What follows belongs to an exercise in optimizing a design on an open flow for small area, a short achievable clock period and few clock cycles per item; a production flow would make more cautious choices.
Only simulation tests tie the RTL to the original design; equivalence was not proved.
Power is estimated from default activity; no workload was simulated.

the reference run:
==> flow/design.v <==
module multicycle_datapath #(
  parameter logic [31:0] RESET_PC         = 32'h0000_0000,
  parameter bit          HALT_ON_MISALIGN = 1'b1
) (
  input  logic        Clk,
  input  logic        Rst,
  output logic        MemReq,
  output logic        MemWe,
  output logic [31:0] MemAddr,
  output logic [31:0] MemWData,
  input  logic [31:0] MemRData,
  input  logic        MemAck,
  output logic [31:0] PCOut,
  output logic        InstrRetired,
  output logic        Halted
);
  localparam logic [5:0] OP_RTYPE = 6'h00, OP_J  = 6'h02, OP_JAL = 6'h03, OP_BEQ = 6'h04;
  localparam logic [5:0] OP_ADDI  = 6'h08, OP_LW = 6'h23, OP_SW  = 6'h2B;
  localparam logic [5:0] F_JR  = 6'h08, F_ADD = 6'h20, F_SUB = 6'h22;
  localparam logic [5:0] F_AND = 6'h24, F_OR  = 6'h25, F_SLT = 6'h2A;
  logic        halted, ret_q;
  logic [31:2] fpc;                  
  logic [31:2] maddr;                
  logic        d_valid;              
  logic [31:0] d_ir;
  logic [31:2] d_pc4;
  logic        b_valid;              
  logic [31:0] b_ir;
  logic        x_valid, x_mph;       
  logic [31:0] x_a, x_b;
  logic [15:0] x_imm;
  logic [31:2] x_tgt;                
  logic        x_inv;
  logic        x_sum, x_and, x_or, x_slt, x_link;
  logic        x_lw, x_sw, x_jr, x_ill, x_wen;
  logic        x_bl;                 
  logic [4:0]  x_wa;
  logic        w_en;                 
  logic [4:0]  w_a;
  logic [31:0] w_d;
  logic [31:0] rf [1:31];
  logic [31:1] rf_v;
  logic [31:0] fa, fb, bop, sum, addr, res, res_o;
  logic [32:0] sum33;
  logic        slt, eq, x_live, x_halt, x_mem, x_fin, x_enter_m, taken, early, x_take, adv, fetch;
  assign fa   = x_a;
  assign fb   = x_b;
  assign bop   = fb ^ {32{x_inv}};
  assign sum33 = {fa, 1'b1} + {bop, x_inv};
  assign sum   = sum33[32:1];
  assign addr  = fa + {{16{x_imm[15]}}, x_imm};
  assign slt   = (fa[31] != fb[31]) ? fa[31] : sum[31];
  assign eq    = (fa == fb);
  assign res_o = ({32{x_and}}  & (fa & fb)) |
                 ({32{x_or}}   & (fa | fb)) |
                 ({32{x_slt}}  & {31'b0, slt}) |
                 ({32{x_link}} & fb);
  assign res   = x_sum ? sum : res_o;
  assign x_mem     = x_lw | x_sw;
  assign x_live    = x_valid & ~halted;
  assign x_halt    = x_live & ~x_mph &
                     (x_ill |
                      (HALT_ON_MISALIGN && x_jr  && fa[1:0] != 2'b00) |
                      (HALT_ON_MISALIGN && x_mem && (fa[1:0] + x_imm[1:0]) != 2'b00));
  assign x_fin     = x_live & ~x_halt & (x_mph | ~x_mem);
  assign x_enter_m = x_live & ~x_halt & ~x_mph & x_mem;
  assign taken     = x_live & ~x_halt & ~x_mph & ((x_jr & ~eq) | (x_bl & eq));
  assign adv    = MemAck & ~halted;
  assign x_take = adv & (~x_valid | x_fin);
  logic [31:0] wd_n;                 
  assign wd_n   = x_mph ? MemRData : res;
  assign fetch  = ~(x_valid & x_mph);
  assign MemReq       = ~halted;
  assign MemWe        = x_valid & x_mph & x_sw;
  assign MemAddr      = {maddr, 2'b00};
  assign MemWData     = x_b;
  assign PCOut        = {x_tgt, 2'b00};
  assign Halted       = halted;
  assign InstrRetired = ret_q;
  logic [5:0]  op, fn;
  logic [4:0]  rs, rt, rd;
  logic        is_r, r_add, r_sub, r_and, r_or, r_slt, r_jr, r_alu;
  logic        i_addi, i_lw, i_sw, i_beq, i_j, i_jal, legal;
  logic [31:0] rd_a, rd_b, ra, rb;
  logic [4:0]  d_wa;
  logic        d_wen;
  assign op = d_ir[31:26];
  assign fn = d_ir[5:0];
  assign rs = d_ir[25:21];
  assign rt = d_ir[20:16];
  assign rd = d_ir[15:11];
  assign is_r   = (op == OP_RTYPE);
  assign r_add  = is_r && fn == F_ADD;
  assign r_sub  = is_r && fn == F_SUB;
  assign r_and  = is_r && fn == F_AND;
  assign r_or   = is_r && fn == F_OR;
  assign r_slt  = is_r && fn == F_SLT;
  assign r_jr   = is_r && fn == F_JR;
  assign r_alu  = r_add | r_sub | r_and | r_or | r_slt;
  assign i_addi = (op == OP_ADDI);
  assign i_lw   = (op == OP_LW);
  assign i_sw   = (op == OP_SW);
  assign i_beq  = (op == OP_BEQ);
  assign i_j    = (op == OP_J);
  assign i_jal  = (op == OP_JAL);
  assign legal  = r_alu | r_jr | i_addi | i_lw | i_sw | i_beq | i_j | i_jal;
  assign d_wa  = r_alu ? rd : (i_jal ? 5'd31 : rt);
  assign d_wen = ((r_alu | i_addi | i_lw) & (d_wa != 5'd0)) | i_jal;
  always_comb begin
    rd_a = 32'h0;
    rd_b = 32'h0;
    for (int i = 1; i < 32; i++) begin
      rd_a = rd_a | ({32{rs == 5'(i) && rf_v[i]}} & rf[i]);
      rd_b = rd_b | ({32{rt == 5'(i) && rf_v[i]}} & rf[i]);
    end
  end
  assign ra = (w_en && w_a == rs) ? w_d : rd_a;
  assign rb = (w_en && w_a == rt) ? w_d : rd_b;
  logic hz_a, hz_b, d_same;
  assign hz_a    = x_valid & x_wen & (x_wa == rs);
  assign hz_b    = x_valid & x_wen & (x_wa == rt);
  assign d_same  = (rs == rt);
  logic        d_nreg;
  assign d_nreg  = i_addi | i_jal | r_jr;
  logic [31:0] d_bk;                 
  assign d_bk    = i_addi ? {{16{d_ir[15]}}, d_ir[15:0]} :
                   i_jal  ? {d_pc4, 2'b00} : {fpc, 2'b00};
  logic d_far;                       
  assign d_far   = (d_ir[15:0] != 16'h0);
  logic [31:2] d_tgt;
  assign d_tgt   = d_pc4 + {{14{d_ir[15]}}, d_ir[15:0]};
  assign early   = x_take & d_valid & ~taken & i_beq & d_far & d_same;
  logic [31:0] fw;
  logic [31:2] fpc1, pred;
  assign fw   = b_valid ? b_ir : MemRData;
  assign fpc1 = fpc + 30'd1;
  assign pred = rf_v[31] ? rf[31][31:2] : 30'd0;
  logic [31:2] fnext;
  assign fnext = (fw[31:27] == 5'b00001) ? {fpc1[31:28], fw[25:0]} :
                 (fw[31:26] == OP_RTYPE && fw[5:0] == F_JR) ? pred : fpc1;
  always_ff @(posedge Clk) begin
    if (!Rst) begin
      halted  <= 1'b0;
      ret_q   <= 1'b0;
      fpc     <= RESET_PC[31:2];
      maddr   <= RESET_PC[31:2];
      d_valid <= 1'b0;
      b_valid <= 1'b0;
      x_valid <= 1'b0;
      x_mph   <= 1'b0;
      w_en    <= 1'b0;
    end else begin
      ret_q <= adv & x_fin;
      if (adv & x_halt) halted <= 1'b1;
      if (adv) begin
        if (taken || early) begin
          d_valid <= 1'b0;
          b_valid <= 1'b0;
          fpc     <= taken ? (x_jr ? fa[31:2] : x_tgt) : d_tgt;
          maddr   <= taken ? (x_jr ? fa[31:2] : x_tgt) : d_tgt;
        end else if (x_take || !d_valid) begin
          if (b_valid || fetch) begin
            d_valid <= 1'b1;
            d_ir    <= fw;
            d_pc4   <= fpc1;
            fpc     <= fnext;
            maddr   <= fnext;
          end else begin
            d_valid <= 1'b0;
            maddr   <= fpc;
          end
          b_valid <= 1'b0;
        end else begin
          if (fetch && !b_valid) begin
            b_valid <= 1'b1;
            b_ir    <= MemRData;
          end
          maddr <= fpc;
        end
        if (x_enter_m) maddr <= addr[31:2];
        if (x_take) begin
          x_valid <= d_valid & ~taken;
          x_mph   <= 1'b0;
          x_a     <= (hz_a & ~x_mph) ? res : (hz_a ? MemRData : ra);
          x_b     <= (hz_b & ~d_nreg & ~x_mph) ? res :
                     (hz_b & ~d_nreg) ? MemRData : (d_nreg ? d_bk : rb);
          x_bl    <= i_beq & d_far & ~d_same;
          x_inv   <= r_sub | r_slt;
          x_imm   <= d_ir[15:0];
          x_tgt   <= i_beq ? d_pc4 + {{14{d_ir[15]}}, d_ir[15:0]} : d_pc4;
          x_sum   <= r_add | r_sub | i_addi;
          x_and   <= r_and;
          x_or    <= r_or;
          x_slt   <= r_slt;
          x_link  <= i_jal;
          x_lw    <= i_lw;
          x_sw    <= i_sw;
          x_jr    <= r_jr;
          x_ill   <= ~legal;
          x_wen   <= d_wen;
          x_wa    <= d_wa;
        end else if (x_enter_m) begin
          x_mph <= 1'b1;
        end
      end
      w_en <= x_fin & x_wen;
    end
  end
  always_ff @(posedge Clk) begin
    if (!Rst) rf_v <= '0;
    else if (w_en) rf_v[w_a] <= 1'b1;
  end
  always_ff @(posedge Clk) begin
    if (w_en) rf[w_a] <= w_d;
  end
  always_ff @(posedge Clk) begin
    w_a <= x_wa;
    w_d <= wd_n;
  end
endmodule
Settings: LEC_CHECK=0, CAP_MARGIN=20, CORE_MARGIN=2, CORE_UTILIZATION=40, SETUP_SLACK_MARGIN=4.5, SLEW_MARGIN=20; clock period 8.0 ns.
run.sh (not shown) runs the stock make flow with config.mk's settings and CLKGATE_MAP_FILE= SYNTH_SCRIPT=/design/flow/synth_recipe.tcl, a recipe that flattens the netlist after the stock synthesis.
Testbench counts of the reference run, summed over its fixed seeds: cycles 45,262, instrs 33,277.
For the trial run, these inputs were changed with respect to the reference run:
-- flow/design.v --
<<< the reference run, line 203
          x_mph <= 1'b1;
        end
      end
      w_en <= x_fin & x_wen;
    end
  end
>>> the trial run, line 203
          x_mph <= 1'b1;
        end
        w_en <= x_fin & x_wen;
        w_a  <= x_wa;
        w_d  <= wd_n;
      end
    end
  end
<<< the reference run, line 214
    if (w_en) rf[w_a] <= w_d;
  end
  always_ff @(posedge Clk) begin
    w_a <= x_wa;
    w_d <= wd_n;
  end
endmodule
>>> the trial run, line 216
    if (w_en) rf[w_a] <= w_d;
  end
endmodule
Results
Between the reference run and the trial run, the difference in number of global-route vias before repair is negligible. As far as quantity of I/O buffers inserted on ports is concerned, the reference run and the trial run perform about the same. Delta (the trial run minus the reference run): final worst clock skew fell 0.025 ns, quantity of gates resized following cts has decreased. Per the comparison of the trial run with the reference run, count of unique library cells instantiated by Yosys increased by 5 relative to the old numbers, worst hold slack has increased, area growth from synthesis to final layout shows a reduction of 2.0 points, share of the final layout cell area in sequential cells went up by 0.58 points. Taking the reference run as the reference, in the trial run worst setup slack after layout now larger, number of tap cells inserted now larger, final clock period utilization by the worst path now smaller. Number of ordinary and repair buffers in the finished layout, the trial run vs the reference run: down by a little under 10%. Share of power burned in the clock network in the trial run is 0.5 points above the reference run.
Testbench counts of the trial run, summed over its fixed seeds: cycles 45,262, instrs 33,277.

-- port drivers added, routing unchanged --
No port has a modelled driver above. Below, the same layouts with a new extraction and two added sets of constraints. Step 1: set_driving_cell puts a clkbuf_16 on Clk and a buf_2 on each other input, an assumption about the parent block. Step 2 times the ports against the registers' clock, not the clock port: input delays grow and output delays shrink by t, the midpoint of the rising clock arrivals with the driver on. a / b / c = ideal / step 1 / step 2; a / b = the first two.
run	t, ns	setup WS [ns]	worst setup path after step 2
the reference run	0.898	4.196 / 4.196 / 3.361	input to register
the trial run	0.906	4.257 / 4.257 / 3.706	input to register
After both steps every run listed still meets setup and hold. For the reference run, which loses most, drivers alone change the setup slack by 0.000 ns; drivers and shift together by -0.835 ns.
